This is an optimization exercise on Yosys and OpenROAD, whose aim is a short achievable clock period, few clock cycles and low power, not a production implementation.
RTL that was checked went through simulation tests only; none was proved equivalent to the original.
Power is estimated from default activity; no workload was simulated.

## mac_vector_engine
module mac_vector_engine (
  input logic clk,
  input logic reset_n,
  input logic start,
  input logic clear,
  input logic [9:0] vec_len,
  input logic signed [47:0] bias,
  input logic in_valid,
  input logic [35:0] in_a,
  input logic [35:0] in_b,
  input logic out_ready,
  output logic busy,
  output logic in_ready,
  output logic out_valid,
  output logic signed [17:0] out_data,
  output logic signed [47:0] out_acc,
  output logic acc_overflow
);
For scale: ~3,000 cells after synthesis, roughly 510 flip-flops, ~210 I/O pins, about 0.032 sq mm of cells after synthesis.
clock: 7.0 ns
lec_check: 0
abc_clock_period_in_ps: 2900
cap_margin: 20
core_margin: 2
core_utilization: 60
cts_buf_list: sky130_fd_sc_hd__clkbuf_16
cts_cluster_diameter: 70
cts_cluster_size: 40
setup_slack_margin: 4.2
slew_margin: 20
run.sh (not shown) runs the stock make flow with config.mk's settings and CLKGATE_MAP_FILE= SYNTH_SCRIPT=/design/flow/synth_recipe.tcl, a recipe that flattens the netlist after the stock synthesis.
Rerun with:
--- a/flow/design.v
+++ b/flow/design.v
@@ -1988,22 +1988,22 @@
   output logic in_ready,
   output logic out_valid,
   output logic signed [17:0] out_data,
   output logic signed [47:0] out_acc,
   output logic acc_overflow
 );
   localparam int NST = 2;    
   localparam int HOLD = 3;  
-  logic busy_q, ir_q, pv_q, inf_q, ov_q, nf_q;
+  logic busy_q, ir_q, pv_q, inf_q, ov_q;
   logic [9:0] plen_q, rem_q;
   logic [$clog2(HOLD+1)-1:0] hc_q;
   logic [47:0] bias_q;
   logic res_done;
-  wire cur = !nf_q;   
+  wire cur = rem_q != '0;
   wire pl0 = plen_q == 10'd0, pl1 = plen_q == 10'd1, pl2 = plen_q == 10'd2;
   wire r1 = rem_q == 10'd1, r2 = rem_q == 10'd2;
   wire pseudo = !cur && pv_q && pl0 && !inf_q;   
   wire [9:0] rem_m1 = (cur ? rem_q : plen_q) - 10'd1;
   wire blast_t = cur ? r1 : pl1;                 
   wire hc_hi = hc_q > 1;
   wire take = in_valid && ir_q;
   wire pop = ov_q && out_ready;
@@ -2021,25 +2021,23 @@
     if (!reset_n) begin
       busy_q <= 1'b0;
       ir_q <= 1'b0;
       pv_q <= 1'b0;
       inf_q <= 1'b0;
       ov_q <= 1'b0;
       rem_q <= '0;
       hc_q <= '0;
-      nf_q <= 1'b1;
     end else begin
       busy_q <= !clear && (accept || pv_q || hc_hi);
       ir_q <= !clear && !(take ? (nl_t && inf_t) : (nl_n && inf_n));
       pv_q <= !clear && (accept || (pv_q && !consume));
       inf_q <= !clear && (blast || infn);
       ov_q <= !clear && (res_done || (ov_q && !pop));
       rem_q <= clear ? '0 : take ? rem_m1 : rem_q;
-      nf_q <= clear || (take ? blast_t : nf_q);
       hc_q <= clear ? '0 : consume ? HOLD[$clog2(HOLD+1)-1:0] : hc_q - {{($clog2(HOLD+1)-1){1'b0}}, hc_q != '0};
     end
   end
   always_ff @(posedge clk) begin
     if (!busy_q) begin
       plen_q <= vec_len;
       bias_q <= bias;
     end
Effect: The changed run produced a clean layout. Design area decreases by 1.4%. Setup slack is better by 45 ps. Utilization decreases by 0.70 points. Wire length decreases by 3.4%. Total power increases by 2.8%. Area after synthesis decreases by 0.76%. Combinational power increases by 8.1%. Register-to-register slack is better by 50 ps. Synthesized cell count decreases by 0.33%. Via count decreases by 1.5%.
Testbench counts after the change, summed over its fixed seeds: cycles 12,350.
For the first run of this note, only the layout was checked, not whether the RTL still works.


## lane 2
Another version of the RTL of mac_vector_engine (not shown whole).
Size: ~210 I/O pins, about 32000 um2 of cells after synthesis.
Settings: LEC_CHECK=0, ABC_CLOCK_PERIOD_IN_PS=2900, CAP_MARGIN=20, CORE_MARGIN=2, CORE_UTILIZATION=60, CTS_BUF_LIST=sky130_fd_sc_hd__clkbuf_16, CTS_CLUSTER_DIAMETER=70, CTS_CLUSTER_SIZE=40, SETUP_SLACK_MARGIN=4.2, SLEW_MARGIN=20; clock period 7.0 ns.
Testbench counts of lane 2, summed over its fixed seeds: cycles 12,350.
Changes in lane 4 relative to lane 2:
--- a/flow/design.v
+++ b/flow/design.v
@@ -2041,38 +2041,44 @@
   always_ff @(posedge clk) begin
     if (!busy_q) begin
       plen_q <= vec_len;
       bias_q <= bias;
     end
   end
   logic [35:0] a_q;
   logic [17:0] one_q, two_q, neg_q;
   logic rb_q;
   always_ff @(posedge clk) begin
-    a_q <= take ? in_a : '0;
+    a_q <= in_valid ? in_a : '0;
     rb_q <= take;
     for (int l = 0; l < 2; l++)
       for (int i = 0; i < 9; i++) begin
-        one_q[l*9+i] <= take && (in_b[l*18+2*i] ^ (i == 0 ? 1'b0 : in_b[l*18+2*i-1]));
-        two_q[l*9+i] <= take && (i == 0 ? (in_b[l*18+1] & ~in_b[l*18])
+        one_q[l*9+i] <= in_valid && (in_b[l*18+2*i] ^ (i == 0 ? 1'b0 : in_b[l*18+2*i-1]));
+        two_q[l*9+i] <= in_valid && (i == 0 ? (in_b[l*18+1] & ~in_b[l*18])
                                : ((in_b[l*18+2*i+1] & ~in_b[l*18+2*i] & ~in_b[l*18+2*i-1]) |
                                   (~in_b[l*18+2*i+1] & in_b[l*18+2*i] & in_b[l*18+2*i-1])));
-        neg_q[l*9+i] <= take && in_b[l*18+2*i+1];
+        neg_q[l*9+i] <= in_valid && in_b[l*18+2*i+1];
       end
   end
   logic [NST:0] fp_q, lp_q;
   always_ff @(posedge clk or negedge reset_n) begin
     if (!reset_n) lp_q <= '0;
     else if (clear) lp_q <= '0;
     else lp_q <= {lp_q[NST-1:0], blast};
   end
   always_ff @(posedge clk) fp_q <= {fp_q[NST-1:0], bfirst};
+  logic [NST:0] vbp_q;
+  logic [2-1:0] vbk_q;
+  always_ff @(posedge clk) begin
+    vbp_q <= {vbp_q[NST-1:0], take};
+    vbk_q <= {vbk_q, vbp_q[NST]};
+  end
   wire fa_q = fp_q[NST], la_q = lp_q[NST];
   logic [2-1:0] fk_q, lk_q;
   always_ff @(posedge clk or negedge reset_n) begin
     if (!reset_n) lk_q <= '0;
     else if (clear) lk_q <= '0;
     else lk_q <= {lk_q, la_q};
   end
   always_ff @(posedge clk) fk_q <= {fk_q, fa_q};
   wire [47:0] s_t, c_t;
   mac_lane_sum u_sum (.clk(clk), .v_i(rb_q), .a_i(a_q), .one_i(one_q), .two_i(two_q), .neg_i(neg_q), .s_o(s_t), .c_o(c_t));
@@ -2220,21 +2226,21 @@
   assign k0_G4[14] = k0_G3[14] | (k0_P3[14] & k0_G3[6]);
   assign k0_P4[14] = k0_P3[14] & k0_P3[6];
   assign k0_G4[15] = k0_G3[15] | (k0_P3[15] & k0_G3[7]);
   assign k0_P4[15] = k0_P3[15] & k0_P3[7];
   wire [16:0] k0_y = {k0_G4[15], k0_p0 ^ {k0_G4[14:0], 1'b0}};
   wire cg1 = g0[15];   
   wire [16:0] y0 = k0_y;
   logic ca1_q;
   always_ff @(posedge clk) ca1_q <= y0[16];
   always_ff @(posedge clk) begin
-    acc0_q <= ldn0 ? bias_q[15:0] : y0[15:0];
+    if (ldn0 || vbp_q[NST]) acc0_q <= ldn0 ? bias_q[15:0] : y0[15:0];
     if (st0) res_q[15:0] <= y0[15:0];
   end
   logic [15:0] acc1_q;
   wire [15:0] x1 = acc1_q;
   wire [15:0] ps1 = s_t[31:16];
   wire [15:0] pc1 = c_t[31:16];
   wire [15:0] q1_p0 = ps1 ^ pc1;
   wire [15:0] q1_g0 = ps1 & pc1;
   wire [15:0] q1_G0 = {q1_g0[15:1], q1_g0[0] | (q1_p0[0] & cg1)};
   wire [15:0] q1_P0 = q1_p0;
@@ -2512,21 +2518,21 @@
   assign k1_P4[13] = k1_P3[13] & k1_P3[5];
   assign k1_G4[14] = k1_G3[14] | (k1_P3[14] & k1_G3[6]);
   assign k1_P4[14] = k1_P3[14] & k1_P3[6];
   assign k1_G4[15] = k1_G3[15] | (k1_P3[15] & k1_G3[7]);
   assign k1_P4[15] = k1_P3[15] & k1_P3[7];
   wire [16:0] k1_y = {k1_G4[15], k1_p0 ^ {k1_G4[14:0], ca1_q}};
   wire [16:0] y1 = k1_y;
   logic ca2_q;
   always_ff @(posedge clk) ca2_q <= y1[16];
   always_ff @(posedge clk) begin
-    acc1_q <= ldn1 ? bias_q[31:16] : y1[15:0];
+    if (ldn1 || vbk_q[0]) acc1_q <= ldn1 ? bias_q[31:16] : y1[15:0];
     if (st1) res_q[31:16] <= y1[15:0];
   end
   logic [15:0] acc2_q;
   wire [15:0] x2 = acc2_q;
   logic [15:0] sd2_q [1];
   logic [15:0] cd2_q [1];
   always_ff @(posedge clk) begin
     sd2_q[0] <= s_t[47:32];
     cd2_q[0] <= c_t[47:32];
   end
@@ -2806,21 +2812,21 @@
   assign k2_P4[12] = k2_P3[12] & k2_P3[4];
   assign k2_G4[13] = k2_G3[13] | (k2_P3[13] & k2_G3[5]);
   assign k2_P4[13] = k2_P3[13] & k2_P3[5];
   assign k2_G4[14] = k2_G3[14] | (k2_P3[14] & k2_G3[6]);
   assign k2_P4[14] = k2_P3[14] & k2_P3[6];
   assign k2_G4[15] = k2_G3[15] | (k2_P3[15] & k2_G3[7]);
   assign k2_P4[15] = k2_P3[15] & k2_P3[7];
   wire [16:0] k2_y = {k2_G4[15], k2_p0 ^ {k2_G4[14:0], ca2_q}};
   wire [16:0] y2 = k2_y;
   always_ff @(posedge clk) begin
-    acc2_q <= ldn2 ? bias_q[47:32] : y2[15:0];
+    if (ldn2 || vbk_q[1]) acc2_q <= ldn2 ? bias_q[47:32] : y2[15:0];
     if (st2) res_q[47:32] <= y2[15:0];
   end
   wire ovf_step = (x2[15] ^ y2[15]) & (x2[15] ^ x2[14]);
   wire ovf_new = ovf_q | ovf_step;
   always_ff @(posedge clk) begin
     ovf_q <= !ldn2 && ovf_new;
     if (st2) rovf_q <= ovf_new;
   end
   assign res_done = st2;
   assign busy = busy_q;
==> comparison <==
Comparing lane 4 and lane 2, the higher area taken by flip-flops and latches is on lane 4.
[compare] base=lane 2 new=lane 4: net count after synthesis has remained practically unchanged, first-iteration DRC count now sits lower, post-synth design cell area higher.
As far as number of nets at the end of the flow is concerned, lane 4 and lane 2 perform about the same.
Fraction of layout cells with a size suffix above 1: lane 4 vs lane 2, no meaningful difference
| maximum number of pins on one net before global-route repair | lower: lane 4 |
Taking lane 2 as 1.0, lane 4 lands at 1.13 on final total power.
Buffer and inverter count on the worst path, lane 4 and lane 2: higher on lane 2
Of lane 4 and lane 2, it is lane 4 that has the higher switching component of the power.
Clock-pin slew on the worst setup and hold paths (higher): lane 2
Lower final period utilization goes to lane 2 over lane 4.
For lane 4, the most frequent standard cell in the layout excluding fill and tap cells was sky130_fd_sc_hd__a22oi_1, unlike lane 2, where it was sky130_fd_sc_hd__dfxtp_1.
Per the comparison of lane 4 with lane 2, worst-path maximum fanout went down, fraction of standard cell area in multi-input logic roughly the same.
Only the layout flow was run in lane 4; the RTL was not checked for function there.

static timing again, ports no longer ideal:
How much do the figures lean on ideal ports? The routed layouts below were timed once more, with nothing changed but the port constraints. Step 1 (the two cells are an assumption about what drives the block):
set clk [get_ports {clk}]
set_driving_cell -lib_cell sky130_fd_sc_hd__clkbuf_16 $clk
set_driving_cell -lib_cell sky130_fd_sc_hd__buf_2 [delete_from_list [all_inputs] $clk]
Step 2 times the ports against the registers' clock, not the clock port: input delays grow and output delays shrink by t, the midpoint of the rising clock arrivals with the driver on. a / b / c = no drivers / after step 1 / after step 2; a / b = the first two.
| run | t (ns) | setup WS [ns] | worst setup path at the end | worst register clock-pin slew, ns | worst data-port slew with drivers (ns) |
|---|---|---|---|---|---|
| the first run of note 1 | 0.699 | 4.154 / 4.154 / 3.734 | input to register | 0.12 / 0.12 | 0.07 |
| the second run of note 1 | 0.701 | 4.199 / 4.180 / 3.665 | input to register | 0.10 / 0.10 | 0.08 |
| lane 2 | 0.683 | 4.141 / 4.141 / 3.713 | input to register | 0.12 / 0.12 | 0.08 |
| lane 4 | 0.691 | 4.076 / 4.076 / 3.683 | input to register | 0.10 / 0.10 | 0.10 |
After both steps every run listed still meets setup and hold. For the second run of note 1, which loses most, drivers alone change the setup slack by -0.019 ns; drivers and shift together by -0.534 ns.
